This design comes from an exercise in tuning for a short achievable clock period and few clock cycles per item on the open sky130 flow, not from production work.
Only simulation tests tie the RTL to the original design; equivalence was not proved.
In run 4 the design's own scripts or RTL, not TritonCTS, make the clock network.
The clock input has no modelled driver; a real chip could not lean on it and would need a root buffer or a full tree.
No activity file was given, so power comes from the tool's default toggle rates.

$ cat flow/run.sh
#!/bin/bash
# synth_recipe.tcl (not shown) runs the flow's synth.tcl, then flattens the netlist and writes it again
# the make line also repeats each setting of config.mk as NAME=value (left out here)
make -C /OpenROAD-flow-scripts/flow DESIGN_CONFIG=/design/flow/config.mk WORK_HOME=/design/flow/orfs CLKGATE_MAP_FILE= SYNTH_SCRIPT=/design/flow/synth_recipe.tcl finish
$ cat flow/design.v
package mbqc_pkg;
  localparam int DEF_MAX_QUEUES = 64;
  localparam int TRAIN_W     = 16;
  localparam int QIDX_W      = 6;
  localparam int QUSED_W     = 7;
  localparam int IN_TDATA_W  = 16;
  localparam int OUT_TDATA_W = 16;
  localparam int OUT_PAD_W   = OUT_TDATA_W - QIDX_W - QUSED_W;
  localparam int QIDX_LSB  = 0;
  localparam int QUSED_LSB = QIDX_W;
  localparam int RES_W = 1 + QUSED_W + QIDX_W;
endpackage
module mbqc_ctrl (
  input  logic                             clk,
  input  logic                             rst_n,
  input  logic                             in_tvalid,
  output logic                             in_tready,
  input  logic [mbqc_pkg::IN_TDATA_W-1:0]  in_tdata,
  input  logic                             in_tlast,
  output logic                             item_valid,
  output logic [mbqc_pkg::TRAIN_W-1:0]     item_num,
  output logic                             item_last,
  input  logic [mbqc_pkg::RES_W-1:0]       res,
  output logic                             out_valid,
  input  logic                             out_tready,
  output logic [mbqc_pkg::RES_W-1:0]       out_res
);
  localparam int DEPTH = 3;
  logic                       ready_r;
  logic                       item_valid_r;
  logic [mbqc_pkg::TRAIN_W-1:0] item_num_r;
  logic                       item_last_r;
  logic [DEPTH-1:0]           fv_r;               
  logic [mbqc_pkg::RES_W-1:0] slot_r [DEPTH];
  logic             take;
  logic             pop;
  logic [DEPTH-1:0] fv_pop;
  logic [DEPTH-1:0] fv_nxt;
  always_comb begin
    take   = rst_n && in_tvalid && ready_r;
    pop    = fv_r[0] && out_tready;
    fv_pop = pop ? (fv_r >> 1) : fv_r;
    fv_nxt = item_valid_r ? {fv_pop[DEPTH-2:0], 1'b1} : fv_pop;
  end
  always_ff @(posedge clk) begin
    item_num_r <= in_tdata[mbqc_pkg::TRAIN_W-1:0];
    item_last_r <= in_tlast;
    for (int k = 0; k < DEPTH; k++) begin
      if (item_valid_r && !fv_pop[k] && (k == 0 || fv_pop[k == 0 ? 0 : k - 1])) begin
        slot_r[k] <= res;
      end else if (pop) begin
        slot_r[k] <= (k == DEPTH - 1) ? slot_r[k] : slot_r[k == DEPTH - 1 ? k : k + 1];
      end
    end
    if (!rst_n) begin
      ready_r      <= 1'b1;
      item_valid_r <= 1'b0;
      fv_r         <= '0;
    end else begin
      item_valid_r <= take;
      fv_r         <= fv_nxt;
      ready_r      <= take ? !fv_nxt[DEPTH-2] : !fv_nxt[DEPTH-1];
    end
  end
  assign in_tready  = ready_r;
  assign item_valid = item_valid_r;
  assign item_num   = item_num_r;
  assign item_last  = item_last_r;
  assign out_valid  = fv_r[0];
  assign out_res    = slot_r[0];
endmodule
module mbqc_dp #(
  parameter int MAX_QUEUES = mbqc_pkg::DEF_MAX_QUEUES
) (
  input  logic                               clk,
  input  logic                               rst_n,
  input  logic                               item_valid,
  input  logic [mbqc_pkg::TRAIN_W-1:0]       item_num,
  input  logic                               item_last,
  output logic [mbqc_pkg::RES_W-1:0]         res
);
  localparam int NQ = MAX_QUEUES;
  logic [mbqc_pkg::TRAIN_W-1:0] tail_r [NQ];
  logic [NQ-1:0]                valid_r;
  logic [NQ-1:0] above;      
  logic [NQ-1:0] prev_abv;   
  logic [NQ-1:0] wr;         
  logic [NQ-1:0] valid_nxt;  
  logic          clear;
  function automatic logic [6:0] therm_count(input logic [NQ-1:0] t);
    logic [6:0] c;
    for (int k = 0; k < 7; k++) begin
      c[k] = 1'b0;
      for (int i = 0; (2 * i + 1) * (1 << k) <= NQ; i++) begin
        if ((2 * i + 2) * (1 << k) <= NQ)
          c[k] = c[k] | (t[(2 * i + 1) * (1 << k) - 1] & ~t[(2 * i + 2) * (1 << k) - 1]);
        else
          c[k] = c[k] | t[(2 * i + 1) * (1 << k) - 1];
      end
    end
    therm_count = c;
  endfunction
  always_comb begin
    for (int j = 0; j < NQ; j++) begin
      above[j] = valid_r[j] && (tail_r[j] > item_num);
    end
    prev_abv  = {above[NQ-2:0], 1'b1};
    wr        = prev_abv & ~above & {NQ{item_valid}};
    valid_nxt = valid_r | prev_abv;
    clear     = !rst_n || (item_valid && item_last);
  end
  always_ff @(posedge clk) begin
    for (int j = 0; j < NQ; j++) begin
      if (wr[j]) tail_r[j] <= item_num;
    end
    if (clear) begin
      valid_r <= '0;
    end else if (item_valid) begin
      valid_r <= valid_nxt;
    end
  end
  logic [6:0] n_above;
  logic [6:0] n_used;
  assign n_above = therm_count(above);
  assign n_used  = therm_count(valid_nxt);
  assign res     = {above[NQ-1], n_used, n_above[5:0]};
endmodule
module min_buffer_queue_counter #(
  parameter int MAX_QUEUES = mbqc_pkg::DEF_MAX_QUEUES
) (
  input  logic                             clk,
  input  logic                             rst_n,
  input  logic                             in_tvalid,
  output logic                             in_tready,
  input  logic [mbqc_pkg::IN_TDATA_W-1:0]  in_tdata,    
  input  logic                             in_tlast,    
  output logic                             out_tvalid,
  input  logic                             out_tready,
  output logic [mbqc_pkg::OUT_TDATA_W-1:0] out_tdata,   
  output logic                             out_tuser    
);
  logic                         item_valid;
  logic [mbqc_pkg::TRAIN_W-1:0] item_num;
  logic                         item_last;
  logic [mbqc_pkg::RES_W-1:0]   res;
  logic [mbqc_pkg::RES_W-1:0]   out_res;
  mbqc_ctrl u_ctrl (
    .clk        (clk),
    .rst_n      (rst_n),
    .in_tvalid  (in_tvalid),
    .in_tready  (in_tready),
    .in_tdata   (in_tdata),
    .in_tlast   (in_tlast),
    .item_valid (item_valid),
    .item_num   (item_num),
    .item_last  (item_last),
    .res        (res),
    .out_valid  (out_tvalid),
    .out_tready (out_tready),
    .out_res    (out_res)
  );
  mbqc_dp #(
    .MAX_QUEUES (MAX_QUEUES)
  ) u_dp (
    .clk        (clk),
    .rst_n      (rst_n),
    .item_valid (item_valid),
    .item_num   (item_num),
    .item_last  (item_last),
    .res        (res)
  );
  assign out_tdata = {{mbqc_pkg::OUT_PAD_W{1'b0}},
                      out_res[mbqc_pkg::QUSED_W+mbqc_pkg::QIDX_W-1:0]};
  assign out_tuser = out_res[mbqc_pkg::RES_W-1];
endmodule
$ cat flow/config.mk
export PLATFORM = sky130hd
export DESIGN_NAME = min_buffer_queue_counter
export DESIGN_NICKNAME = min_buffer_queue_counter
export VERILOG_FILES = /design/flow/design.v
export SDC_FILE = /design/flow/constraint.sdc
export NUM_CORES = 4
export LEC_CHECK = 0
export CAP_MARGIN = 20
export CORE_MARGIN = 2
export CORE_UTILIZATION = 40
export SLEW_MARGIN = 20
$ cat flow/constraint.sdc
create_clock -name core_clock -period 6.5 [get_ports {clk}]
set_input_delay 1.3000 -clock core_clock [delete_from_list [all_inputs] [get_ports {clk}]]
set_output_delay 1.3000 -clock core_clock [all_outputs]
set_load 0.01 [all_outputs]
==> run_results.csv, run 1 <==
group,metric,value,unit
final_layout,post_route_cells_drive_above_1_share,7.848,%
sta,finClkSkew,43.27,ps
global_routing,antenna_found_initial,8,
critical_path,crit_arrival,5330,ps
synth,post_synth_instance_area,59100,sq um
sta,setup_violations,0,
placement,place_congestion,0.8938,
clock_tree,post_cts.resized_instances,0,
synth,synthesized_instance_count,4441,
synth,synthSimpleGateAreaFrac,8.745,%
critical_path,start_kind,"flop",
job,maxCapViolations,0,
synth,ys_seq_elements,1152,
clock_tree,post_cts_buffers,0,
synth,ys.warnings.count,4,
synth,synth_top_family_by_area,"adder cells",
clock_tree,numClockSinks,1152,
min_path,min_delay_path_class,"reg2reg",
sta,slew_headroom,25.97,%
detailed_routing,firstDrtPassIters,6,
global_routing,global_route_congestion_overflow_total,0,
synth,postSynthAreaPerCell,13.31,sq um
global_routing,grt_pass1_wl,257900,um
synth,synth-compound-area-share,11.33,%
detailed_routing,detail_route.drc_violations,0,
power_and_ir_drop,power.combinational.fraction,6.8,%
detailed_routing,detailed_router_s_first_iteration_violation_count,3740,
detailed_routing,via_count,39910,
global_routing,grt_pass1_vias,39260,
detailed_routing,postRouteAntennaNets,0,
clock_tree,numCtsBuffers,121,
sta,maxClockFrequency,0.2057,GHz
critical_path,cp_max_fo,35,
clock_tree,cts_root_buffer,"sky130_fd_sc_hd__clkbuf_16",
global_routing,overall_routing_resource_usage,23.15,%
die,floorplan.initialDensity,40.17,%
die,area_of_the_die,150800,sq um
die,core.rowCount,141,
synth,seq_area_frac_synth,57.08,%
sta,final.setup.worst_slack,1640,ps
final_layout,final_net_count,5741,
clock_tree,cts.path.max_buffers,3,
global_routing,largest_net_degree_at_the_start_of_global_routing,49,
sta,worstMarginPinSlew,1110,ps
power_and_ir_drop,pwr_density_cell,241.9,nW/um^2
die,die_width,388.4,um
sta,unrepaired_setup_endpoints_after_global_routing,"no",
placement,post_place_setup_slack,1705,ps
synth,netlist-cell-type-count,81,
sta,fin_crit_sh,74.78,%
final_layout,flow.area_growth_from_synthesis,13.24,%
sta,timing.final.hold_violations,0,
die,core_region_area,147100,sq um
critical_path,worst-setup-path-type,"reg2reg",
synth,async_set_reset_flop_share_out_of_synthesis,0,%
synth,count_of_flip_flops_with_a_built_in_enable_after_synthesis,1066,
run_status,run_status,"complete, no violations",
synth,synth_top_flop_cell,"sky130_fd_sc_hd__edfxtp_1",
critical_path,worstPathRequired,6970,ps
placement,dpl_cell_area,62970,sq um
power_and_ir_drop,netSwitchingFraction,23.61,%
synth,synth_xor_area_share,0,%
clock_tree,clk_latency,780,ps
power_and_ir_drop,power.net_switching,3.823,mW
synth,synth.mux.area_fraction,0.01694,%
detailed_routing,route.detailed.vias_per_inst,5.924,
clock_tree,cts_tree,"done",
die,die_y,388.4,um
placement,hpwlAfterDp,110000,um
detailed_routing,drt-wirelength-per-cell,26.17,um
placement,io_buffer_count,36,
clock_tree,htreeDepth,3,
sta,final_period_minus_worst_setup_slack,4860,ps
critical_path,setup.worst_path.end_class,"flop",
sta,finalSetupTns,0,ps
sta,final-max-slew-violation-count,0,
power_and_ir_drop,static_power_due_to_leakage,25.32,nW
detailed_routing,postRouteWirelength,176300,um
power_and_ir_drop,share_seq_of_total_power,50.6,%
synth,synth-adder-area-share,21.68,%
power_and_ir_drop,vdd.ir_drop.worst,0.0002043,V
clock_tree,clk_transition_reported_paths,60,ps
power_and_ir_drop,power_report.internal_total,12.36,mW
final_layout,finish.instance_area,66930,sq um
power_and_ir_drop,p_clk_share,42.5,%
die,floorplan.io_pins,40,
clock_tree,post_cts_hold_buffer_count,0,
final timing paths:
check | end | from | slack (ps) | depth (start not counted)
max | u_ctrl.slot_r[0][0]$_DFFE_PP_ | u_ctrl.item_num_r[15]$_DFF_P_ | 1640 | 10
min | u_dp.valid_r[0]$_SDFFE_PP0P_ | u_dp.valid_r[0]$_SDFFE_PP0P_ | 480 | 2
max reg2reg | u_ctrl.slot_r[0][0]$_DFFE_PP_ | u_ctrl.item_num_r[15]$_DFF_P_ | 1640 | 10
min reg2reg | u_dp.valid_r[0]$_SDFFE_PP0P_ | u_dp.valid_r[0]$_SDFFE_PP0P_ | 480 | 2
routing by layer:
| layer | track usage [%] | part of all wire, % | up-vias |
|---|---|---|---|
| met5 | 0 | 0.0074 | - |
| li1 | - | - | 18230 |
| met2 | 38.53 | 47 | 1392 |
| met1 | 30.92 | 43 | 19950 |
| met4 | 8.369 | 3.6 | 2 |
| met3 | 3.108 | 6.5 | 340 |
per-stage QoR:
step           util [%]  hold WS (ps)  instances  total power, mW
2_1_floorplan         -         433.7       4443            8.927
3_3_place_gp      42.78         444.2       6501            9.426
3_5_place_dp      42.80         460.8       6503            9.454
4_1_cts           45.48         474.3       6734            16.30
5_1_grt           45.48         483.0       6734            16.68
6_report          45.49         475.5       6737            16.19
logic make-up after synthesis:
group / after synthesis
compound gates: 1063
fa+ha+maj: 1024
buf+inv: 177
flops: 1152
mux: 1
other cells: 1
simple gates: 1023
flip-flops by register name (all words and copies together) (netlist names):
register	count
u_ctrl.slot_r	42
u_dp.valid_r	64
u_ctrl.fv_r	3
u_ctrl.item_num_r	16
u_dp.tail_r	1024
u_ctrl.item_valid_r	1
u_ctrl.ready_r	1
u_ctrl.item_last_r	1
area by class of cell:
class | instances | area, sq um
fillers | 13170 | 80200
flip-flops and latches | 1152 | 33800
multi-input cells | 3114 | 24810
clock buffers | 192 | 3649
well taps | 1930 | 2415
repair buffers | 156 | 1356
inverters | 151 | 604.3
clock inverters | 39 | 292.8
diodes | 3 | 7.507
Yosys cell counts, types with 13 or more instances:
library cell | instances | area, sq um
sky130_fd_sc_hd__a211oi_1 | 23 | 172.7
sky130_fd_sc_hd__or4_1 | 14 | 105.1
sky130_fd_sc_hd__a2111o_1 | 15 | 168.9
sky130_fd_sc_hd__and3_1 | 19 | 118.9
sky130_fd_sc_hd__nor2b_1 | 64 | 400.4
sky130_fd_sc_hd__a21oi_1 | 465 | 2327
sky130_fd_sc_hd__o41ai_1 | 20 | 175.2
sky130_fd_sc_hd__edfxtp_1 | 1066 | 32010
sky130_fd_sc_hd__o21ai_0 | 149 | 745.7
sky130_fd_sc_hd__inv_1 | 151 | 566.8
sky130_fd_sc_hd__a21o_1 | 65 | 488.0
sky130_fd_sc_hd__and4_1 | 17 | 148.9
sky130_fd_sc_hd__clkbuf_1 | 20 | 75.07
sky130_fd_sc_hd__o21bai_1 | 13 | 97.59
sky130_fd_sc_hd__nand2_1 | 314 | 1179
sky130_fd_sc_hd__ha_1 | 1024 | 12810
sky130_fd_sc_hd__nand4_1 | 204 | 1276
sky130_fd_sc_hd__nand3_1 | 52 | 260.3
sky130_fd_sc_hd__a21boi_0 | 26 | 195.2
sky130_fd_sc_hd__nand2b_1 | 25 | 156.4
sky130_fd_sc_hd__o211ai_1 | 62 | 465.5
sky130_fd_sc_hd__o21a_1 | 18 | 135.1
sky130_fd_sc_hd__a31oi_1 | 35 | 219.0
sky130_fd_sc_hd__nor4_1 | 37 | 231.5
sky130_fd_sc_hd__dfxtp_1 | 86 | 1722
sky130_fd_sc_hd__nor2_1 | 171 | 641.9
sky130_fd_sc_hd__a221oi_1 | 14 | 122.6
sky130_fd_sc_hd__or3_1 | 14 | 87.58
sky130_fd_sc_hd__nor3_1 | 58 | 290.3
power groups by stage:
stage          combinational, mW  sequential, mW  clock, mW
6_report                    1.11            8.20       6.89
5_1_grt                     1.23            8.20       7.26
4_1_cts                     1.11            8.20       6.99
3_5_place_dp                1.10            8.36          0
3_3_place_gp                1.07            8.36          0
2_1_floorplan              0.592            8.34          0
cell usage in the layout (no fill, tap or decap), drive strengths merged, types with 40 or more instances in the layout:
cell,synthesis,final
a21o,65,65
a21oi,465,465
buf,6,120
clkbuf,20,192
dfxtp,86,86
edfxtp,1066,1066
ha,1024,1024
inv,151,152
nand2,314,314
nand3,52,52
nand4,205,205
nor2,171,171
nor2b,64,64
nor3,58,58
nor4,40,40
o211ai,62,62
o21ai,155,155
worst max-delay path, cell delays in order, from the launching register on:
cell and delay [ps]:
sky130_fd_sc_hd__dfxtp_4 700, sky130_fd_sc_hd__inv_4 450, sky130_fd_sc_hd__buf_4 420, sky130_fd_sc_hd__ha_1 380, sky130_fd_sc_hd__nand4_1 180, sky130_fd_sc_hd__a2111o_1 420, sky130_fd_sc_hd__a31oi_1 750, sky130_fd_sc_hd__nand2b_1 230
sky130_fd_sc_hd__o221ai_1 120, sky130_fd_sc_hd__nor4b_1 630, sky130_fd_sc_hd__a31oi_1 170
Testbench counts, summed over its fixed seeds: cycles 12,016, items 12,000.
==> inputs of run 2 (changes only) <==
--- a/flow/design.v
+++ b/flow/design.v
@@ -22,2 +22,3 @@
   output logic                             item_last,
+  input  logic                             res_valid,
   input  logic [mbqc_pkg::RES_W-1:0]       res,
@@ -27,9 +28,9 @@
 );
-  localparam int DEPTH = 3;
-  logic                       ready_r;
-  logic                       item_valid_r;
+  localparam int DEPTH = 4;
+  logic                         ready_r;
+  logic                         item_valid_r;
   logic [mbqc_pkg::TRAIN_W-1:0] item_num_r;
-  logic                       item_last_r;
-  logic [DEPTH-1:0]           fv_r;               
-  logic [mbqc_pkg::RES_W-1:0] slot_r [DEPTH];
+  logic                         item_last_r;
+  logic [DEPTH-1:0]             fv_r;               
+  logic [mbqc_pkg::RES_W-1:0]   slot_r [DEPTH];
   logic             take;
@@ -42,12 +43,12 @@
     fv_pop = pop ? (fv_r >> 1) : fv_r;
-    fv_nxt = item_valid_r ? {fv_pop[DEPTH-2:0], 1'b1} : fv_pop;
+    fv_nxt = res_valid ? {fv_pop[DEPTH-2:0], 1'b1} : fv_pop;
   end
   always_ff @(posedge clk) begin
-    item_num_r <= in_tdata[mbqc_pkg::TRAIN_W-1:0];
+    item_num_r  <= in_tdata[mbqc_pkg::TRAIN_W-1:0];
     item_last_r <= in_tlast;
     for (int k = 0; k < DEPTH; k++) begin
-      if (item_valid_r && !fv_pop[k] && (k == 0 || fv_pop[k == 0 ? 0 : k - 1])) begin
+      if (res_valid && !fv_pop[k] && (k == 0 || fv_pop[k == 0 ? 0 : k - 1])) begin
         slot_r[k] <= res;
-      end else if (pop) begin
-        slot_r[k] <= (k == DEPTH - 1) ? slot_r[k] : slot_r[k == DEPTH - 1 ? k : k + 1];
+      end else if (pop && k < DEPTH - 1) begin
+        slot_r[k] <= slot_r[k == DEPTH - 1 ? k : k + 1];
       end
@@ -61,3 +62,7 @@
       fv_r         <= fv_nxt;
-      ready_r      <= take ? !fv_nxt[DEPTH-2] : !fv_nxt[DEPTH-1];
+      case ({take, item_valid_r})
+        2'b11:   ready_r <= !fv_nxt[DEPTH-3];
+        2'b00:   ready_r <= !fv_nxt[DEPTH-1];
+        default: ready_r <= !fv_nxt[DEPTH-2];
+      endcase
     end
@@ -79,2 +84,3 @@
   input  logic                               item_last,
+  output logic                               res_valid,
   output logic [mbqc_pkg::RES_W-1:0]         res
@@ -84,2 +90,10 @@
   logic [NQ-1:0]                valid_r;
+  logic                         p_valid_r;
+  logic [mbqc_pkg::TRAIN_W-1:0] p_num_r;
+  logic                         p_last_r;
+  logic [NQ-1:0]                gt_r;       
+  logic                         gt_prev_r;  
+  logic [NQ-1:0]                wr_r;       
+  logic [NQ-1:0] gt_c;       
+  logic          gt_prev_c;  
   logic [NQ-1:0] above;      
@@ -104,12 +118,26 @@
     for (int j = 0; j < NQ; j++) begin
-      above[j] = valid_r[j] && (tail_r[j] > item_num);
+      gt_c[j] = tail_r[j] > item_num;
+    end
+    gt_prev_c = p_num_r > item_num;
+    for (int j = 0; j < NQ; j++) begin
+      above[j] = valid_r[j] && (wr_r[j] ? gt_prev_r : gt_r[j]);
     end
     prev_abv  = {above[NQ-2:0], 1'b1};
-    wr        = prev_abv & ~above & {NQ{item_valid}};
+    wr        = prev_abv & ~above & {NQ{p_valid_r}};
     valid_nxt = valid_r | prev_abv;
-    clear     = !rst_n || (item_valid && item_last);
+    clear     = !rst_n || (p_valid_r && p_last_r);
   end
   always_ff @(posedge clk) begin
+    p_num_r   <= item_num;
+    p_last_r  <= item_last;
+    gt_r      <= gt_c;
+    gt_prev_r <= gt_prev_c;
+    wr_r      <= wr;
     for (int j = 0; j < NQ; j++) begin
-      if (wr[j]) tail_r[j] <= item_num;
+      if (wr[j]) tail_r[j] <= p_num_r;
+    end
+    if (!rst_n) begin
+      p_valid_r <= 1'b0;
+    end else begin
+      p_valid_r <= item_valid;
     end
@@ -117,3 +145,3 @@
       valid_r <= '0;
-    end else if (item_valid) begin
+    end else if (p_valid_r) begin
       valid_r <= valid_nxt;
@@ -123,5 +151,6 @@
   logic [6:0] n_used;
-  assign n_above = therm_count(above);
-  assign n_used  = therm_count(valid_nxt);
-  assign res     = {above[NQ-1], n_used, n_above[5:0]};
+  assign n_above   = therm_count(above);
+  assign n_used    = therm_count(valid_nxt);
+  assign res       = {above[NQ-1], n_used, n_above[5:0]};
+  assign res_valid = p_valid_r;
 endmodule
@@ -144,2 +173,3 @@
   logic                         item_last;
+  logic                         res_valid;
   logic [mbqc_pkg::RES_W-1:0]   res;
@@ -156,2 +186,3 @@
     .item_last  (item_last),
+    .res_valid  (res_valid),
     .res        (res),
@@ -169,2 +200,3 @@
     .item_last  (item_last),
+    .res_valid  (res_valid),
     .res        (res)
--- a/flow/config.mk
+++ b/flow/config.mk
@@ -7,2 +7,3 @@
 export LEC_CHECK = 0
+export ABC_CLOCK_PERIOD_IN_PS = 2000
 export CAP_MARGIN = 20
@@ -10,2 +11,3 @@
 export CORE_UTILIZATION = 40
+export SETUP_SLACK_MARGIN = 4.2
 export SLEW_MARGIN = 20
==> run 2 against run 1 <==
Effect of this change:
- sequential cell count is 162 higher
- sequential share of layout area is 3.4 points lower
- synthesized cell count is 4.3% higher
- sequential power is 13% higher
- count of clock-buffer cells in the layout is 1 lower
- wire length is 19% higher
- critical path type unchanged
- design area is 18% higher
- cell count is 8.2% higher
- clock power is about 20% higher
- utilization is 4.5 points higher
- largest power group unchanged
- largest cell class unchanged
- highest routed layer unchanged
==> run_results.csv, run 2 <==
group,metric,value,unit
run_status,run_status,"complete, no violations",
clock_tree,clk_latency,800,ps
die,core.rowCount,146,
synth,ys_seq_elements,1314,
final_layout,finish.instance_area,79110,sq um
synth,post_synth_instance_area,63710,sq um
min_path,min_delay_path_class,"reg2reg",
power_and_ir_drop,vdd.ir_drop.worst,0.0002356,V
placement,dpl_cell_area,67590,sq um
clock_tree,cts_tree,"done",
power_and_ir_drop,pwr_density_cell,243.0,nW/um^2
detailed_routing,route.detailed.vias_per_inst,5.913,
clock_tree,cts.path.max_buffers,3,
detailed_routing,via_count,43120,
critical_path,r2r_cells,10,
clock_tree,htreeDepth,4,
global_routing,grt_most_used_layer,"met2",
detailed_routing,detailed_router_s_first_iteration_violation_count,4670,
die,core_region_area,158200,sq um
sta,setup_violations,0,
clock_tree,clk_transition_reported_paths,60,ps
global_routing,largest_net_degree_at_the_start_of_global_routing,65,
sta,timing.final.hold_violations,0,
critical_path,setup.worst_path.end_class,"flop",
synth,async_set_reset_flop_share_out_of_synthesis,0,%
detailed_routing,postRouteAntennaNets,0,
final_layout,number_of_flip_flops_under_the_largest_register_name,1024,
synth,synthesized_instance_count,4634,
synth,synth_top_flop_cell,"sky130_fd_sc_hd__edfxtp_1",
detailed_routing,drt-wirelength-per-cell,28.77,um
global_routing,overall_routing_resource_usage,25.03,%
critical_path,worstPathRequired,7040,ps
global_routing,antenna_found_initial,18,
clock_tree,numCtsBuffers,143,
sta,maxClockFrequency,0.3422,GHz
final_layout,final_cell_mix,"sky130_fd_sc_hd__edfxtp_1 (1080), sky130_fd_sc_hd__ha_1 (915), sky130_fd_sc_hd__a21oi_1 (280)",
final_layout,final_net_count,6168,
synth,count_of_flip_flops_with_a_built_in_enable_after_synthesis,1080,
synth,netlist-cell-type-count,63,
sta,finalSetupTns,0,ps
critical_path,worst-setup-path-type,"reg2reg",
placement,dp.cells,6788,
die,die_y,403.1,um
detailed_routing,detail_route.drc_violations,0,
final_layout,post_route_cells_drive_above_1_share,22.02,%
global_routing,grt_pass1_wl,293000,um
synth,ys.warnings.count,4,
sta,fin_crit_sh,44.96,%
job,maxCapViolations,0,
detailed_routing,firstDrtPassIters,6,
die,area_of_the_die,162500,sq um
synth,postSynthAreaPerCell,13.75,sq um
global_routing,gr-usage-met1,34.61,%
sta,worstMarginPinSlew,1009,ps
global_routing,global_route_congestion_overflow_total,0,
sta,final-max-slew-violation-count,0,
placement,place_congestion,1.003,
die,floorplan.initialDensity,40.27,%
sta,unrepaired_setup_endpoints_after_global_routing,"yes",
synth,yosys.area.top_type_share,50.90,%
die,floorplan.io_pins,40,
final_layout,register_name_with_the_most_flops,"u_dp.tail_r",
clock_tree,cts_root_buffer,"sky130_fd_sc_hd__clkbuf_16",
placement,io_buffer_count,36,
global_routing,grt_use_met3,3.869,%
die,die_width,403.1,um
final_layout,post_layout_nonfiller_instances,7292,
clock_tree,post_cts_hold_buffer_count,0,
synth,synthTopCellsByCount,"sky130_fd_sc_hd__edfxtp_1 (1080), sky130_fd_sc_hd__ha_1 (1042), sky130_fd_sc_hd__a21oi_1 (336)",
clock_tree,numClockSinks,1314,
synth,yosys-top-cells-area,"sky130_fd_sc_hd__edfxtp_1 (51%), sky130_fd_sc_hd__ha_1 (20%), sky130_fd_sc_hd__dfxtp_1 (7.4%)",
final_layout,most_frequent_standard_cell_in_the_layout_excluding_fill_and_tap_cells,"sky130_fd_sc_hd__edfxtp_1",
global_routing,global_route.usage.met2,39.80,%
power_and_ir_drop,static_power_due_to_leakage,30.60,nW
placement,hpwlAfterDp,104700,um
sta,slew_headroom,32.76,%
critical_path,cp_max_fo,7,
synth,seq_area_frac_synth,58.25,%
sta,final_period_minus_worst_setup_slack,2923,ps
global_routing,grt_pass1_vias,41570,
sta,finClkSkew,37.86,ps
synth,synth_most_common_cell,"sky130_fd_sc_hd__edfxtp_1",
synth,synthDominantAreaCellType,"sky130_fd_sc_hd__edfxtp_1",
critical_path,crit_arrival,3460,ps
detailed_routing,postRouteWirelength,209800,um
critical_path,start_kind,"flop",
min_path,hold_path_depth,0,
final_layout,flow.area_growth_from_synthesis,24.17,%
-- run 2: final timing paths --
kind | slack [ps] | startpoint | endpoint
setup / recovery | 3580 | u_dp.gt_prev_r$_DFF_P_ | u_ctrl.slot_r[0][6]$_DFFE_PP_
hold / removal | 340 | u_ctrl.item_last_r$_DFF_P_ | u_dp.p_last_r$_DFF_P_
setup reg to reg | 3580 | u_dp.gt_prev_r$_DFF_P_ | u_ctrl.slot_r[0][6]$_DFFE_PP_
hold reg to reg | 340 | u_ctrl.item_last_r$_DFF_P_ | u_dp.p_last_r$_DFF_P_
-- run 2: layout make-up --
| type | instances | area [sq um] |
|---|---|---|
| Antenna cell | 1 | 2.502 |
| Clock buffer | 191 | 3995 |
| Clock inverter | 68 | 721.9 |
| Fill cell | 13360 | 79080 |
| Inverter | 113 | 483.0 |
| Multi-Input combinational cell | 3174 | 29390 |
| Sequential cell | 1314 | 37220 |
| Tap cell | 2072 | 2592 |
| Timing Repair Buffer | 356 | 4688 |
| Timing Repair inverter | 3 | 22.52 |
-- run 2: what timing repair did --
item                       4_1_cts  5_1_grt
gates resized for setup        591      238
pin swaps                      210      188
setup buffers                  143       60
gates cloned                    34        7
setup endpoints to repair     1057      246
-- run 2: cells by family after synthesis --
| family | after synthesis | share of synthesized area, % |
|---|---|---|
| AO/OA/AOI/OAI | 1026 | 10.27 |
| AND/OR/NAND/NOR | 1026 | 8.790 |
| other | 1 | 0.005886 |
| adder cells (fa/ha/maj) | 1042 | 20.46 |
| flip-flops | 1314 | 58.25 |
| multiplexers | 74 | 1.267 |
| buffers and inverters | 151 | 0.9505 |
-- run 2: power by group --
| group | internal [mW] | switching (mW) |
|---|---|---|
| Clock | 4.84 | 3.44 |
| Combinational | 0.672 | 0.982 |
| Sequential | 9.14 | 0.146 |
-- run 2: through the flow --
step	power, mW	hold WS (ps)	util [%]	setup WS (ps)
2_1_floorplan	10.06	309.6	-	3693
3_3_place_gp	10.58	314.6	42.72	2727
3_5_place_dp	10.61	326.2	42.73	2666
4_1_cts	19.18	340.1	48.79	3657
5_1_grt	19.77	339.9	50.01	3616
6_report	19.22	335.3	50.01	3577
-- run 2: per-layer routing --
layer	share of wire, %	up-vias
met2	45	1821
li1	-	19240
met3	7.8	390
met1	43	21660
met4	4.1	10
met5	0.032	-
-- run 2: worst max-delay path: stages (launching register included) --
cell                       delay [ps]
sky130_fd_sc_hd__dfxtp_4          380
sky130_fd_sc_hd__buf_8            150
sky130_fd_sc_hd__buf_4            150
sky130_fd_sc_hd__buf_16           140
sky130_fd_sc_hd__mux2_2           280
sky130_fd_sc_hd__nand2_2          200
sky130_fd_sc_hd__nor3_1            90
sky130_fd_sc_hd__a211oi_1         240
sky130_fd_sc_hd__nand4_1          220
sky130_fd_sc_hd__or4_4            510
sky130_fd_sc_hd__mux2_4           290
Testbench counts of run 2, summed over its fixed seeds: cycles 12,024, items 12,000.
==> inputs of run 3 (changes only) <==
--- a/flow/design.v
+++ b/flow/design.v
@@ -22,2 +22,3 @@
   output logic                             item_last,
+  input  logic                             place_valid,
   input  logic                             res_valid,
@@ -28,3 +29,4 @@
 );
-  localparam int DEPTH = 4;
+  localparam int DEPTH = 8;
+  localparam int PW    = 3;
   logic                         ready_r;
@@ -33,13 +35,26 @@
   logic                         item_last_r;
-  logic [DEPTH-1:0]             fv_r;               
   logic [mbqc_pkg::RES_W-1:0]   slot_r [DEPTH];
-  logic             take;
-  logic             pop;
-  logic [DEPTH-1:0] fv_pop;
-  logic [DEPTH-1:0] fv_nxt;
+  logic [PW:0]                  rd_r;
+  logic [PW:0]                  wr_r;
+  logic                         out_valid_r;
+  logic [mbqc_pkg::RES_W-1:0]   out_res_r;
+  logic [PW:0]                  count;
+  logic [PW:0]                  total;
+  logic                         take;
+  logic                         pop;
+  logic [PW-1:0]                rd_nxt;
+  logic [mbqc_pkg::RES_W-1:0]   head_hold;
+  logic [mbqc_pkg::RES_W-1:0]   head_pop;
+  logic                         valid_hold;
+  logic                         valid_pop;
   always_comb begin
-    take   = rst_n && in_tvalid && ready_r;
-    pop    = fv_r[0] && out_tready;
-    fv_pop = pop ? (fv_r >> 1) : fv_r;
-    fv_nxt = res_valid ? {fv_pop[DEPTH-2:0], 1'b1} : fv_pop;
+    count      = wr_r - rd_r;
+    total      = count + (PW+1)'(item_valid_r) + (PW+1)'(place_valid) + (PW+1)'(res_valid);
+    take       = rst_n && in_tvalid && ready_r;
+    pop        = out_valid_r && out_tready;
+    rd_nxt     = rd_r[PW-1:0] + PW'(1);
+    head_hold  = (count != '0) ? slot_r[rd_r[PW-1:0]] : res;
+    valid_hold = (count != '0) || res_valid;
+    head_pop   = (count > (PW+1)'(1)) ? slot_r[rd_nxt] : res;
+    valid_pop  = (count > (PW+1)'(1)) || res_valid;
   end
@@ -48,9 +63,6 @@
     item_last_r <= in_tlast;
-    for (int k = 0; k < DEPTH; k++) begin
-      if (res_valid && !fv_pop[k] && (k == 0 || fv_pop[k == 0 ? 0 : k - 1])) begin
-        slot_r[k] <= res;
-      end else if (pop && k < DEPTH - 1) begin
-        slot_r[k] <= slot_r[k == DEPTH - 1 ? k : k + 1];
-      end
-    end
+    if (res_valid) begin
+      slot_r[wr_r[PW-1:0]] <= res;
+    end
+    out_res_r <= pop ? head_pop : head_hold;
     if (!rst_n) begin
@@ -58,11 +70,11 @@
       item_valid_r <= 1'b0;
-      fv_r         <= '0;
+      rd_r         <= '0;
+      wr_r         <= '0;
+      out_valid_r  <= 1'b0;
     end else begin
       item_valid_r <= take;
-      fv_r         <= fv_nxt;
-      case ({take, item_valid_r})
-        2'b11:   ready_r <= !fv_nxt[DEPTH-3];
-        2'b00:   ready_r <= !fv_nxt[DEPTH-1];
-        default: ready_r <= !fv_nxt[DEPTH-2];
-      endcase
+      if (res_valid) wr_r <= wr_r + (PW+1)'(1);
+      if (pop) rd_r <= rd_r + (PW+1)'(1);
+      out_valid_r  <= pop ? valid_pop : valid_hold;
+      ready_r      <= total <= (PW+1)'(DEPTH - 2);
     end
@@ -73,4 +85,4 @@
   assign item_last  = item_last_r;
-  assign out_valid  = fv_r[0];
-  assign out_res    = slot_r[0];
+  assign out_valid  = out_valid_r;
+  assign out_res    = out_res_r;
 endmodule
@@ -84,2 +96,3 @@
   input  logic                               item_last,
+  output logic                               place_valid,
   output logic                               res_valid,
@@ -89,3 +102,4 @@
   logic [mbqc_pkg::TRAIN_W-1:0] tail_r [NQ];
-  logic [NQ-1:0]                valid_r;
+  logic [NQ-1:0]                used_r;     
+  logic                         clr_r;      
   logic                         p_valid_r;
@@ -95,2 +109,3 @@
   logic                         gt_prev_r;  
+  logic                         r_valid_r;
   logic [NQ-1:0]                wr_r;       
@@ -98,2 +113,3 @@
   logic          gt_prev_c;  
+  logic [NQ-1:0] in_use;     
   logic [NQ-1:0] above;      
@@ -101,4 +117,3 @@
   logic [NQ-1:0] wr;         
-  logic [NQ-1:0] valid_nxt;  
-  logic          clear;
+  logic [NQ-1:0] used_nxt;   
   function automatic logic [6:0] therm_count(input logic [NQ-1:0] t);
@@ -116,2 +131,10 @@
   endfunction
+  function automatic logic [5:0] onehot_index(input logic [NQ-1:0] h);
+    logic [5:0] x;
+    x = '0;
+    for (int j = 0; j < NQ; j++) begin
+      x = x | (h[j] ? 6'(j) : 6'd0);
+    end
+    onehot_index = x;
+  endfunction
   always_comb begin
@@ -121,9 +144,9 @@
     gt_prev_c = p_num_r > item_num;
-    for (int j = 0; j < NQ; j++) begin
-      above[j] = valid_r[j] && (wr_r[j] ? gt_prev_r : gt_r[j]);
-    end
-    prev_abv  = {above[NQ-2:0], 1'b1};
-    wr        = prev_abv & ~above & {NQ{p_valid_r}};
-    valid_nxt = valid_r | prev_abv;
-    clear     = !rst_n || (p_valid_r && p_last_r);
+    in_use    = clr_r ? '0 : used_r;
+    for (int j = 0; j < NQ; j++) begin
+      above[j] = in_use[j] && (wr_r[j] ? gt_prev_r : gt_r[j]);
+    end
+    prev_abv = {above[NQ-2:0], 1'b1};
+    wr       = prev_abv & ~above & {NQ{p_valid_r}};
+    used_nxt = in_use | prev_abv;
   end
@@ -138,19 +161,18 @@
     end
+    if (p_valid_r) begin
+      used_r <= used_nxt;
+    end
     if (!rst_n) begin
       p_valid_r <= 1'b0;
+      r_valid_r <= 1'b0;
+      clr_r     <= 1'b1;
     end else begin
       p_valid_r <= item_valid;
-    end
-    if (clear) begin
-      valid_r <= '0;
-    end else if (p_valid_r) begin
-      valid_r <= valid_nxt;
-    end
-  end
-  logic [6:0] n_above;
-  logic [6:0] n_used;
-  assign n_above   = therm_count(above);
-  assign n_used    = therm_count(valid_nxt);
-  assign res       = {above[NQ-1], n_used, n_above[5:0]};
-  assign res_valid = p_valid_r;
+      r_valid_r <= p_valid_r;
+      if (p_valid_r) clr_r <= p_last_r;
+    end
+  end
+  assign res         = {~|wr_r, therm_count(used_r), onehot_index(wr_r)};
+  assign res_valid   = r_valid_r;
+  assign place_valid = p_valid_r;
 endmodule
@@ -173,2 +195,3 @@
   logic                         item_last;
+  logic                         place_valid;
   logic                         res_valid;
@@ -186,2 +209,3 @@
     .item_last  (item_last),
+    .place_valid(place_valid),
     .res_valid  (res_valid),
@@ -200,2 +224,3 @@
     .item_last  (item_last),
+    .place_valid(place_valid),
     .res_valid  (res_valid),
==> run 3 against run 2 <==
Effect of this change:
- global-route usage decreased by 2.2 points
- design area increased by 3.1%
- critical path depth decreased by 9
- synthesized cell count increased by 2.4%
- total power increased by 7.3%
- fmax increased by 14%
- setup slack improved by 360 ps
- non-clock buffer count decreased by 109
- die area increased by 6.7%
- clock power increased by 4.3%
- register-to-register slack improved by 510 ps
- combinational power increased by 19%
- critical path type is now reg2out
- largest cell class unchanged
==> run_results.csv, run 3 <==
group,metric,value,unit
critical_path,crit_arrival,1260,ps
critical_path,worst-setup-path-type,"reg2out",
synth,ys_seq_elements,1393,
sta,finClkSkew,36.47,ps
sta,final_period_minus_worst_setup_slack,2564,ps
critical_path,r2r_cells,6,
global_routing,grt_pass1_wl,288600,um
placement,dp.cells,7004,
final_layout,post_layout_nonfiller_instances,7458,
synth,seq_area_frac_synth,58.64,%
die,floorplan.initialDensity,40.23,%
sta,maxClockFrequency,0.3901,GHz
final_layout,multi_input_comb_area,29620,sq um
final_layout,n_fill_cell,14370,
synth,yosys.area.top_type_share,52.93,%
clock_tree,clk_transition_reported_paths,60,ps
placement,hpwlAfterDp,110500,um
power_and_ir_drop,pwr_density_cell,252.8,nW/um^2
die,floorplan.io_pins,40,
critical_path,timing.reg2reg.setup_slack,4090,ps
power_and_ir_drop,design_power_total,20.62,mW
detailed_routing,postRouteAntennaNets,0,
min_path,hold_path_depth,0,
detailed_routing,detailed_router_s_first_iteration_violation_count,4040,
sta,slew_headroom,24.72,%
critical_path,critPathTopFamily,"flip-flops",
critical_path,timing.critical_path.cells,"buf_6",
clock_tree,numClockSinks,1393,
critical_path,wp_buf_inv,1,
detailed_routing,via_count,43250,
synth,async_set_reset_flop_share_out_of_synthesis,0,%
critical_path,cp_max_fo,1,
final_layout,final_net_count,6175,
detailed_routing,firstDrtPassIters,5,
clock_tree,cts_root_buffer,"sky130_fd_sc_hd__clkbuf_16",
final_layout,final_cell_mix,"sky130_fd_sc_hd__edfxtp_1 (1199), sky130_fd_sc_hd__ha_1 (926), sky130_fd_sc_hd__a21o_1 (202)",
job,maxCapViolations,0,
die,core.rowCount,151,
clock_tree,post_cts_hold_buffer_count,0,
final_layout,seqCellArea,40020,sq um
synth,post_synth_instance_area,68030,sq um
critical_path,critPathMaxStageDelay,350,ps
placement,place_congestion,0.9226,
synth,count_of_flip_flops_with_a_built_in_enable_after_synthesis,1199,
final_layout,register_name_with_the_most_flops,"u_dp.tail_r",
global_routing,overall_routing_resource_usage,22.80,%
synth,postSynthAreaPerCell,14.33,sq um
power_and_ir_drop,static_power_due_to_leakage,30.73,nW
global_routing,largest_net_degree_at_the_start_of_global_routing,77,
sta,unrepaired_setup_endpoints_after_global_routing,"yes",
sta,finalSetupTns,0,ps
final_layout,post_route_cells_drive_above_1_share,16.53,%
sta,fin_crit_sh,39.44,%
critical_path,start_kind,"flop",
final_layout,flow.area_growth_from_synthesis,19.87,%
global_routing,grt_pass1_vias,42860,
critical_path,critical-path-slowest-cell,"sky130_fd_sc_hd__dfxtp_2",
detailed_routing,postRouteWirelength,202600,um
detailed_routing,drt-wirelength-per-cell,27.16,um
sta,hold_slack,329.9,ps
clock_tree,cts_tree,"done",
critical_path,worstPathRequired,5200,ps
placement,io_buffer_count,36,
clock_tree,cts.path.max_buffers,3,
sta,setup_violations,0,
synth,synthTopCellsByCount,"sky130_fd_sc_hd__edfxtp_1 (1199), sky130_fd_sc_hd__ha_1 (1047), sky130_fd_sc_hd__o21ai_0 (258)",
sta,timing.final.hold_violations,0,
min_path,min_delay_path_class,"reg2reg",
sta,worstMarginPinSlew,1128,ps
synth,netlist-cell-type-count,51,
min_path,hold_path_startpoint,"u_ctrl.item_last_r$_DFF_P_",
die,die_width,416.4,um
critical_path,r2r_start,"u_dp.wr_r[19]$_DFF_P_",
die,die_y,416.4,um
global_routing,global_route_congestion_overflow_total,0,
final_layout,most_frequent_standard_cell_in_the_layout_excluding_fill_and_tap_cells,"sky130_fd_sc_hd__edfxtp_1",
min_path,whs_endpoint,"u_dp.p_last_r$_DFF_P_",
die,area_of_the_die,173400,sq um
die,core_region_area,169100,sq um
clock_tree,numCtsBuffers,155,
sta,final-max-slew-violation-count,0,
detailed_routing,route.detailed.vias_per_inst,5.798,
synth,synth_most_common_cell,"sky130_fd_sc_hd__edfxtp_1",
synth,ys.warnings.count,3,
critical_path,critical_path.reg2reg.endpoint,"u_ctrl.out_res_r[4]$_DFF_P_",
synth,synthesized_instance_count,4747,
synth,synthDominantAreaCellType,"sky130_fd_sc_hd__edfxtp_1",
critical_path,setup.worst_path.end_class,"primary output",
clock_tree,htreeDepth,4,
global_routing,antenna_found_initial,12,
detailed_routing,detail_route.drc_violations,0,
final_layout,number_of_flip_flops_under_the_largest_register_name,1024,
clock_tree,clk_latency,820,ps
power_and_ir_drop,vdd.ir_drop.worst,0.0002505,V
synth,yosys-top-cells-area,"sky130_fd_sc_hd__edfxtp_1 (53%), sky130_fd_sc_hd__ha_1 (19%), sky130_fd_sc_hd__dfxtp_1 (5.7%)",
run_status,run_status,"complete, no violations",
synth,synth_top_flop_cell,"sky130_fd_sc_hd__edfxtp_1",
-- run 3: cell types whose count changed in the layout (fill, tap and decap cells not counted), sizes merged, moves of 93 or more --
cell,change
nor2,-163
o21a,+124
a21oi,-123
edfxtp,+119
buf,-104
nor3,+93
-- run 3: layer usage --
layer / vias to the layer above / share of wire (%) / wire, um / track usage, %
li1: 19640 / - / - / -
met1: 21910 / 42 / 85730 / 29.82
met2: 1406 / 49 / 99030 / 39.35
met3: 285 / 5.7 / 11490 / 2.875
met4: 0 / 3.1 / 6343 / 7.112
met5: - / 0 / 0 / 0
-- run 3: worst max path at each step --
stage	startpoint	end	slack, ps	cells past startpoint
2_1_floorplan	u_ctrl.item_num_r[11]$_DFF_P_	u_dp.gt_r[46]$_DFF_P_	3870	8
3_3_place_gp	u_ctrl.item_num_r[5]$_DFF_P_	u_dp.gt_r[16]$_DFF_P_	2980	8
3_5_place_dp	out_tready	u_ctrl.out_res_r[7]$_DFF_P_	3080	5
4_1_cts	u_ctrl.out_res_r[7]$_DFF_P_	out_tdata[7]	3890	1
5_1_grt	u_ctrl.out_res_r[8]$_DFF_P_	out_tdata[8]	3890	1
6_report	u_ctrl.out_res_r[7]$_DFF_P_	out_tdata[7]	3940	1
-- run 3: stage by stage --
| step | cell area, sq um | setup WS [ps] | util (%) |
|---|---|---|---|
| 3_3_place_gp | 72050 | 2982 | 42.61 |
| 2_1_floorplan | 68620 | 3871 | - |
| 5_1_grt | 81540 | 3893 | 48.22 |
| 6_report | 81550 | 3936 | 48.23 |
| 3_5_place_dp | 72100 | 3085 | 42.64 |
| 4_1_cts | 79570 | 3885 | 47.06 |
-- run 3: final cells by class --
type,instances,area share (%)
timing repair buffer,247,4.111
antenna,2,0.006137
timing repair inverter,4,0.03682
sequential,1393,49.08
clock buffer,206,5.139
tap,2218,3.403
clock inverter,85,0.9851
multi-input combinational,3123,36.33
inverter,180,0.9114
-- run 3: what timing repair did --
item                                   4_1_cts  5_1_grt
endpoints found under the hold margin        0        0
resized for setup                          292      271
setup buffers                               96       47
setup endpoints to repair                 1202      607
gates cloned                                14        4
pin swaps                                   38      119
-- run 3: logic make-up after synthesis --
| family | count (synthesis) | share of synthesized area [%] |
|---|---|---|
| AO/OA/AOI/OAI | 1033 | 9.739 |
| XOR/XNOR | 11 | 0.1416 |
| adder cells (fa/ha/maj) | 1050 | 19.35 |
| buffers and inverters | 234 | 1.341 |
| flip-flops | 1393 | 58.64 |
| multiplexers | 149 | 3.222 |
| other | 1 | 0.005512 |
| AND/OR/NAND/NOR | 876 | 7.570 |
-- run 3: report_power, final --
| part | leakage (nW) | internal [mW] | switching (mW) |
|---|---|---|---|
| Clock | 2.42 | 4.84 | 3.80 |
| Combinational | 15.9 | 0.838 | 1.13 |
| Sequential | 12.4 | 9.81 | 0.199 |
| Total | 30.7 | 15.5 | 5.13 |
Testbench counts of run 3, summed over its fixed seeds: cycles 12,032, items 12,000.
==> inputs of run 4 (changes only) <==
--- a/flow/design.v
+++ b/flow/design.v
@@ -22,3 +22,2 @@
   output logic                             item_last,
-  input  logic                             place_valid,
   input  logic                             res_valid,
@@ -38,2 +37,3 @@
   logic [PW:0]                  wr_r;
+  logic [PW:0]                  occ_r;              
   logic                         out_valid_r;
@@ -41,3 +41,2 @@
   logic [PW:0]                  count;
-  logic [PW:0]                  total;
   logic                         take;
@@ -51,3 +50,2 @@
     count      = wr_r - rd_r;
-    total      = count + (PW+1)'(item_valid_r) + (PW+1)'(place_valid) + (PW+1)'(res_valid);
     take       = rst_n && in_tvalid && ready_r;
@@ -72,2 +70,3 @@
       wr_r         <= '0;
+      occ_r        <= '0;
       out_valid_r  <= 1'b0;
@@ -78,3 +77,4 @@
       out_valid_r  <= pop ? valid_pop : valid_hold;
-      ready_r      <= total <= (PW+1)'(DEPTH - 2);
+      occ_r        <= occ_r + (PW+1)'(take) - (PW+1)'(pop);
+      ready_r      <= occ_r <= (PW+1)'(DEPTH - 2);
     end
@@ -96,3 +96,2 @@
   input  logic                               item_last,
-  output logic                               place_valid,
   output logic                               res_valid,
@@ -101,2 +100,3 @@
   localparam int NQ = MAX_QUEUES;
+  localparam int HW = mbqc_pkg::TRAIN_W / 2;
   logic [mbqc_pkg::TRAIN_W-1:0] tail_r [NQ];
@@ -107,8 +107,16 @@
   logic                         p_last_r;
-  logic [NQ-1:0]                gt_r;       
-  logic                         gt_prev_r;  
+  logic [NQ-1:0]                hgt_r;      
+  logic [NQ-1:0]                heq_r;      
+  logic [NQ-1:0]                lgt_r;      
+  logic                         gt1_r;      
+  logic                         gt2_r;      
   logic                         r_valid_r;
   logic [NQ-1:0]                wr_r;       
-  logic [NQ-1:0] gt_c;       
-  logic          gt_prev_c;  
+  logic [NQ-1:0]                wr2_r;      
+  logic [mbqc_pkg::TRAIN_W-1:0] w_num_r;    
+  logic                         res_valid_r;
+  logic [mbqc_pkg::RES_W-1:0]   res_r;
+  logic [NQ-1:0] hgt_c;
+  logic [NQ-1:0] heq_c;
+  logic [NQ-1:0] lgt_c;
   logic [NQ-1:0] in_use;     
@@ -141,8 +149,11 @@
     for (int j = 0; j < NQ; j++) begin
-      gt_c[j] = tail_r[j] > item_num;
-    end
-    gt_prev_c = p_num_r > item_num;
-    in_use    = clr_r ? '0 : used_r;
-    for (int j = 0; j < NQ; j++) begin
-      above[j] = in_use[j] && (wr_r[j] ? gt_prev_r : gt_r[j]);
+      hgt_c[j] = tail_r[j][mbqc_pkg::TRAIN_W-1:HW] > item_num[mbqc_pkg::TRAIN_W-1:HW];
+      heq_c[j] = tail_r[j][mbqc_pkg::TRAIN_W-1:HW] == item_num[mbqc_pkg::TRAIN_W-1:HW];
+      lgt_c[j] = tail_r[j][HW-1:0] > item_num[HW-1:0];
+    end
+    in_use = clr_r ? '0 : used_r;
+    for (int j = 0; j < NQ; j++) begin
+      above[j] = in_use[j] && (wr_r[j]  ? gt1_r :
+                               wr2_r[j] ? gt2_r :
+                                          (hgt_r[j] || (heq_r[j] && lgt_r[j])));
     end
@@ -153,9 +164,14 @@
   always_ff @(posedge clk) begin
-    p_num_r   <= item_num;
-    p_last_r  <= item_last;
-    gt_r      <= gt_c;
-    gt_prev_r <= gt_prev_c;
-    wr_r      <= wr;
-    for (int j = 0; j < NQ; j++) begin
-      if (wr[j]) tail_r[j] <= p_num_r;
+    p_num_r  <= item_num;
+    p_last_r <= item_last;
+    hgt_r    <= hgt_c;
+    heq_r    <= heq_c;
+    lgt_r    <= lgt_c;
+    gt1_r    <= p_num_r > item_num;
+    gt2_r    <= w_num_r > item_num;
+    wr_r     <= wr;
+    wr2_r    <= wr_r;
+    w_num_r  <= p_num_r;
+    for (int j = 0; j < NQ; j++) begin
+      if (wr_r[j]) tail_r[j] <= w_num_r;
     end
@@ -164,9 +180,12 @@
     end
+    res_r <= {~|wr_r, therm_count(used_r), onehot_index(wr_r)};
     if (!rst_n) begin
-      p_valid_r <= 1'b0;
-      r_valid_r <= 1'b0;
-      clr_r     <= 1'b1;
+      p_valid_r   <= 1'b0;
+      r_valid_r   <= 1'b0;
+      res_valid_r <= 1'b0;
+      clr_r       <= 1'b1;
     end else begin
-      p_valid_r <= item_valid;
-      r_valid_r <= p_valid_r;
+      p_valid_r   <= item_valid;
+      r_valid_r   <= p_valid_r;
+      res_valid_r <= r_valid_r;
       if (p_valid_r) clr_r <= p_last_r;
@@ -174,5 +193,4 @@
   end
-  assign res         = {~|wr_r, therm_count(used_r), onehot_index(wr_r)};
-  assign res_valid   = r_valid_r;
-  assign place_valid = p_valid_r;
+  assign res       = res_r;
+  assign res_valid = res_valid_r;
 endmodule
@@ -195,3 +213,2 @@
   logic                         item_last;
-  logic                         place_valid;
   logic                         res_valid;
@@ -209,3 +226,2 @@
     .item_last  (item_last),
-    .place_valid(place_valid),
     .res_valid  (res_valid),
@@ -224,3 +240,2 @@
     .item_last  (item_last),
-    .place_valid(place_valid),
     .res_valid  (res_valid),
==> flow/flow/run.sh (new file) <==
#!/bin/bash
# The standard layout (standard.sh), except for the clock tree: flow/mktree.tcl, sourced by
# ORFS's CTS step as its PRE_CTS_TCL hook, builds a balanced two-level tree of clkbuf_16 (the
# clock port drives four quadrant buffers, each drives eighteen leaf buffers, each drives a
# cluster of nearby flip-flops) in place of TritonCTS's three-level tree.
set -euo pipefail
export PRE_CTS_TCL="$PWD/flow/mktree.tcl"
bash standard.sh > flow_make.log 2>&1
==> flow/flow/mktree.tcl (new file) <==
# Manual two-level clock tree: the clock port drives four quadrant buffers, each drives the
# leaf buffers of its quadrant, each leaf buffer drives a cluster of nearby flip-flop clock pins.
# Expects the design loaded and placed; mt_build splits the sinks into four quadrants, each into
# leaf_cols x leaf_rows clusters of about equal size.
proc mt_centroid {pts} {
  set sx 0; set sy 0; set n 0
  foreach p $pts { set sx [expr {$sx + [lindex $p 1]}]; set sy [expr {$sy + [lindex $p 2]}]; incr n }
  return [list [expr {$sx / $n}] [expr {$sy / $n}]]
}
# split a list of {obj x y} into k nearly equal groups along coordinate idx (1=x, 2=y)
proc mt_split {pts k idx} {
  set s [lsort -real -index $idx $pts]
  set n [llength $s]
  set out {}
  for {set i 0} {$i < $k} {incr i} {
    set a [expr {($n * $i) / $k}]
    set b [expr {($n * ($i + 1)) / $k - 1}]
    lappend out [lrange $s $a $b]
  }
  return $out
}
proc mt_build {clk_port_net leaf_cols leaf_rows buf_cell} {
  set block [ord::get_db_block]
  set db [ord::get_db]
  set master [$db findMaster $buf_cell]
  set net [$block findNet $clk_port_net]
  set pts {}
  foreach it [$net getITerms] {
    set inst [$it getInst]
    set bb [$inst getBBox]
    set x [expr {([$bb xMin] + [$bb xMax]) / 2}]
    set y [expr {([$bb yMin] + [$bb yMax]) / 2}]
    lappend pts [list $it $x $y]
  }
  puts "mktree: [llength $pts] sinks"
  set quads {}
  foreach half [mt_split $pts 2 1] {
    foreach q [mt_split $half 2 2] { lappend quads $q }
  }
  set qi 0
  set nleaf 0
  foreach q $quads {
    set leaves {}
    foreach col [mt_split $q $leaf_cols 1] {
      foreach grp [mt_split $col $leaf_rows 2] {
        lassign [mt_centroid $grp] cx cy
        set name "clkbuf_m_leaf_${qi}_[llength $leaves]"
        set inst [odb::dbInst_create $block $master $name]
        set lnet [odb::dbNet_create $block "clknet_m_leaf_${qi}_[llength $leaves]"]
        $lnet setSigType CLOCK
        foreach p $grp {
          set it [lindex $p 0]
          $it disconnect
          $it connect $lnet
        }
        [$inst findITerm X] connect $lnet
        set w [[$inst getMaster] getWidth]
        set h [[$inst getMaster] getHeight]
        $inst setLocation [expr {int($cx - $w / 2)}] [expr {int($cy - $h / 2)}]
        $inst setPlacementStatus PLACED
        lappend leaves [list $inst $cx $cy]
        incr nleaf
      }
    }
    lassign [mt_centroid $leaves] qx qy
    set qinst [odb::dbInst_create $block $master "clkbuf_m_root_${qi}"]
    set qnet [odb::dbNet_create $block "clknet_m_root_${qi}"]
    $qnet setSigType CLOCK
    foreach l $leaves { [[lindex $l 0] findITerm A] connect $qnet }
    [$qinst findITerm X] connect $qnet
    [$qinst findITerm A] connect $net
    set w [[$qinst getMaster] getWidth]
    set h [[$qinst getMaster] getHeight]
    $qinst setLocation [expr {int($qx - $w / 2)}] [expr {int($qy - $h / 2)}]
    $qinst setPlacementStatus PLACED
    incr qi
  }
  puts "mktree: $qi root buffers, $nleaf leaf buffers"
}

# Used as PRE_CTS_TCL: ORFS's cts.tcl then calls this in place of TritonCTS, and goes on as
# usual (detailed placement, timing repair) with the tree built here.
proc clock_tree_synthesis { args } {
  mt_build clk 3 6 sky130_fd_sc_hd__clkbuf_16
  set_propagated_clock [all_clocks]
}
==> flow/standard.sh (new file) <==
#!/bin/bash
# synth_recipe.tcl (not shown) runs the flow's synth.tcl, then flattens the netlist and writes it again
# the make line also repeats each setting of config.mk as NAME=value (left out here)
make -C /OpenROAD-flow-scripts/flow DESIGN_CONFIG=/design/flow/config.mk WORK_HOME=/design/flow/orfs CLKGATE_MAP_FILE= SYNTH_SCRIPT=/design/flow/synth_recipe.tcl "${@:-finish}"
--- a/flow/config.mk
+++ b/flow/config.mk
@@ -10,4 +10,4 @@
 export CORE_MARGIN = 2
-export CORE_UTILIZATION = 40
-export SETUP_SLACK_MARGIN = 4.2
+export CORE_UTILIZATION = 60
+export SETUP_SLACK_MARGIN = 4.5
 export SLEW_MARGIN = 20
removed: flow/run.sh
==> run 4 against run 3 <==
Effect of this change:
- wire length up 4.0%
- synthesized cell count up 13%
- clock power down 41%
- via count up 8.0%
- critical path type unchanged
- critical path depth unchanged
==> run_results.csv, run 4 <==
group,metric,value,unit
power_and_ir_drop,static_power_due_to_leakage,32.52,nW
min_path,whs_endpoint,"u_dp.w_num_r[0]$_DFF_P_",
detailed_routing,postRouteWirelength,210800,um
synth,yosys-top-cells-area,"sky130_fd_sc_hd__edfxtp_1 (49%), sky130_fd_sc_hd__ha_1 (18%), sky130_fd_sc_hd__dfxtp_1 (11%)",
critical_path,critPathMaxStageDelay,370,ps
synth,post_synth_instance_area,73630,sq um
critical_path,critPathTopFamily,"flip-flops",
synth,synth_top_flop_cell,"sky130_fd_sc_hd__edfxtp_1",
critical_path,critical-path-slowest-cell,"sky130_fd_sc_hd__dfxtp_2",
clock_tree,clk_latency,540,ps
detailed_routing,postRouteAntennaNets,0,
placement,post_place_setup_slack,3059,ps
final_layout,post-route-util,70.17,%
global_routing,largest_net_degree_at_the_start_of_global_routing,68,
critical_path,wp_buf_inv,1,
synth,seq_area_frac_synth,60.37,%
power_and_ir_drop,share_seq_of_total_power,60.4,%
detailed_routing,via_count,46700,
critical_path,worstPathRequired,5200,ps
critical_path,r2r_start,"u_ctrl.item_num_r[9]$_DFF_P_",
critical_path,r2r_cells,12,
global_routing,grt_pass1_wl,297000,um
global_routing,overall_routing_resource_usage,32.15,%
power_and_ir_drop,power.combinational.fraction,13.0,%
synth,postSynthAreaPerCell,13.68,sq um
detailed_routing,route.detailed.vias_per_inst,6.378,
synth,synth_most_common_cell,"sky130_fd_sc_hd__edfxtp_1",
sta,finalSetupTns,0,ps
critical_path,setup.worst_path.end_class,"primary output",
job,maxCapViolations,0,
power_and_ir_drop,p_clk_share,26.7,%
synth,ys.warnings.count,3,
power_and_ir_drop,vdd.ir_drop.worst,0.0002510,V
placement,place_congestion,0.9410,
critical_path,crit_arrival,1000,ps
sta,final_period_minus_worst_setup_slack,2304,ps
die,die_width,354.3,um
critical_path,timing.critical_path.cells,"buf_6",
sta,timing.final.hold_violations,0,
clock_tree,clk_transition_reported_paths,100,ps
die,floorplan.initialDensity,60.49,%
sta,setup_violations,0,
die,core_region_area,121700,sq um
synth,yosys.area.top_type_share,48.90,%
final_layout,final_net_count,6784,
final_layout,number_of_flip_flops_under_the_largest_register_name,1024,
final_layout,most_frequent_standard_cell_in_the_layout_excluding_fill_and_tap_cells,"sky130_fd_sc_hd__edfxtp_1",
final_layout,register_name_with_the_most_flops,"u_dp.tail_r",
min_path,hold_path_depth,0,
sta,slew_headroom,25.52,%
critical_path,cp_max_fo,2,
synth,ys_seq_elements,1621,
sta,final.setup.worst_slack,4196,ps
power_and_ir_drop,power_report.internal_total,14.43,mW
sta,unrepaired_setup_endpoints_after_global_routing,"yes",
global_routing,global_route_congestion_overflow_total,0,
detailed_routing,detailed_router_s_first_iteration_violation_count,4804,
critical_path,critical_path.reg2reg.endpoint,"u_dp.hgt_r[57]$_DFF_P_",
final_layout,flow.area_growth_from_synthesis,16.00,%
synth,async_set_reset_flop_share_out_of_synthesis,0,%
die,die_y,354.3,um
placement,io_buffer_count,36,
sta,finClkSkew,28.00,ps
run_status,run_status,"complete, no violations",
global_routing,antenna_found_initial,9,
sta,final-max-slew-violation-count,0,
sta,worstMarginPinSlew,1116,ps
synth,synthesized_instance_count,5383,
synth,netlist-cell-type-count,54,
placement,hpwlAfterDp,111800,um
critical_path,timing.reg2reg.setup_slack,4290,ps
power_and_ir_drop,netSwitchingFraction,24.46,%
detailed_routing,detail_route.drc_violations,0,
detailed_routing,firstDrtPassIters,6,
die,floorplan.io_pins,40,
min_path,min_delay_path_class,"reg2reg",
die,area_of_the_die,125500,sq um
critical_path,start_kind,"flop",
sta,fin_crit_sh,35.45,%
final_layout,final_cell_mix,"sky130_fd_sc_hd__edfxtp_1 (1199), sky130_fd_sc_hd__ha_1 (871), sky130_fd_sc_hd__a21oi_1 (344)",
power_and_ir_drop,design_power_total,19.10,mW
sta,maxClockFrequency,0.4340,GHz
min_path,hold_path_startpoint,"u_dp.p_num_r[0]$_DFF_P_",
power_and_ir_drop,pwr_density_cell,223.6,nW/um^2
synth,synthTopCellsByCount,"sky130_fd_sc_hd__edfxtp_1 (1199), sky130_fd_sc_hd__ha_1 (1066), sky130_fd_sc_hd__a21oi_1 (438)",
synth,count_of_flip_flops_with_a_built_in_enable_after_synthesis,1199,
final_layout,post_route_cells_drive_above_1_share,16.32,%
die,core.rowCount,128,
global_routing,grt_pass1_vias,45170,
detailed_routing,drt-wirelength-per-cell,28.79,um
power_and_ir_drop,power.net_switching,4.670,mW
critical_path,worst-setup-path-type,"reg2out",
synth,synthDominantAreaCellType,"sky130_fd_sc_hd__edfxtp_1",
-- run 4: through the flow --
| step | hold slack (ps) | cells | instance area [sq um] |
|---|---|---|---|
| 2_1_floorplan | 309.6 | 5385 | 73910 |
| 6_report | 352.4 | 7322 | 85410 |
| 5_1_grt | 357.0 | 7318 | 85400 |
| 4_1_cts | 351.3 | 7235 | 82180 |
| 3_5_place_dp | 333.1 | 7052 | 76610 |
| 3_3_place_gp | 335.0 | 7051 | 76590 |
-- run 4: kinds of logic (layout without fill, tap and decap cells) --
| family | count (synthesis) | count (layout) | share of synthesized area (%) |
|---|---|---|---|
| other cells | 1 | 7 | 0.005093 |
| buf+inv | 357 | 664 | 1.925 |
| fa+ha+maj | 1068 | 1068 | 18.17 |
| mux | 85 | 85 | 2.107 |
| xor+xnor | 12 | 12 | 0.1631 |
| flops | 1621 | 1621 | 60.37 |
| compound gates | 1199 | 1200 | 9.557 |
| simple gates | 1040 | 1040 | 7.703 |
-- run 4: worst max-delay path by stage --
| stage | end | depth (start not counted) | from | slack [ps] |
|---|---|---|---|---|
| after floorplan | u_ctrl.occ_r[2]$_SDFF_PN0_ | 9 | out_tready | 3960 |
| after global placement | u_ctrl.occ_r[2]$_SDFF_PN0_ | 7 | rst_n | 3110 |
| after detailed placement | u_ctrl.occ_r[2]$_SDFF_PN0_ | 7 | rst_n | 3060 |
| after CTS | in_tready | 1 | u_ctrl.ready_r$_SDFF_PN1_ | 4180 |
| after global routing | u_dp.hgt_r[1]$_DFF_P_ | 12 | u_ctrl.item_num_r[9]$_DFF_P_ | 4170 |
| final | in_tready | 1 | u_ctrl.ready_r$_SDFF_PN1_ | 4200 |
-- run 4: layer usage --
metal	global-route usage (%)	up-vias	routed length [um]
met4	8.237	2	8046
met2	53.68	1860	99340
li1	-	21090	-
met1	45.42	23370	87750
met5	0	-	12
met3	3.280	382	15630
-- run 4: what timing repair did --
action	in CTS	in global routing
endpoints found under the hold margin	0	0
hold buffers	0	0
buffers inserted	75	73
cloned	32	10
resized for setup	534	452
pin swaps	138	311
setup endpoints to repair	374	267
-- run 4: power by group through the flow --
stage	Combinational [mW]	Clock, mW	Sequential [mW]
floorplan	1.10	0	11.7
global placement	1.71	0	11.8
detailed placement	1.76	0	11.8
CTS	2.20	5.14	11.5
global route	2.65	5.47	11.5
finish	2.47	5.10	11.5
-- run 4: area by class of cell --
class                   count  area [sq um]
diodes                      4         10.01
inverters                 299          1190
repair buffers            288          4305
multi-input cells        3408         31300
flip-flops and latches   1621         44670
plain buffers              76          1902
fillers                  8312         36310
well taps                1625          2033
repair inverters            1         7.507
Testbench counts of run 4, summed over its fixed seeds: cycles 12,040, items 12,000.

[separate check: timing with driven ports]
How much do the figures lean on ideal ports? The routed layouts below were timed once more, with nothing changed but the port constraints.
Step 1 assumes that a clkbuf_16 drives the clock port and a buf_2 every other input.
Step 2 also shifts input and output timing later by t, the mid clock arrival at the registers, as if the neighbouring blocks saw the same clock.
a / b / c = ideal / step 1 / step 2; a / b = the first two.
| run | t, ns | setup WS [ns] | worst hold slack (ns) | worst data-port slew with drivers (ns) | cell pins on the clock port's net |
|---|---|---|---|---|---|
| run 1 | 0.833 | 1.640 / 1.640 / 1.640 | 0.476 / 0.476 / 0.476 | 0.04 | 1 |
| run 2 | 0.869 | 3.577 / 3.577 / 3.504 | 0.335 / 0.335 / 0.335 | 0.12 | 1 |
| run 3 | 0.881 | 3.936 / 3.853 / 3.531 | 0.330 / 0.330 / 0.330 | 0.06 | 1 |
| run 4 | 0.701 | 4.196 / 4.015 / 3.838 | 0.352 / 0.352 / 0.352 | 0.05 | 4 |
After both steps setup and hold are still met in every run listed. The setup slack of run 3, which loses most, moves by -0.083 ns with the drivers and by -0.405 ns with both steps.
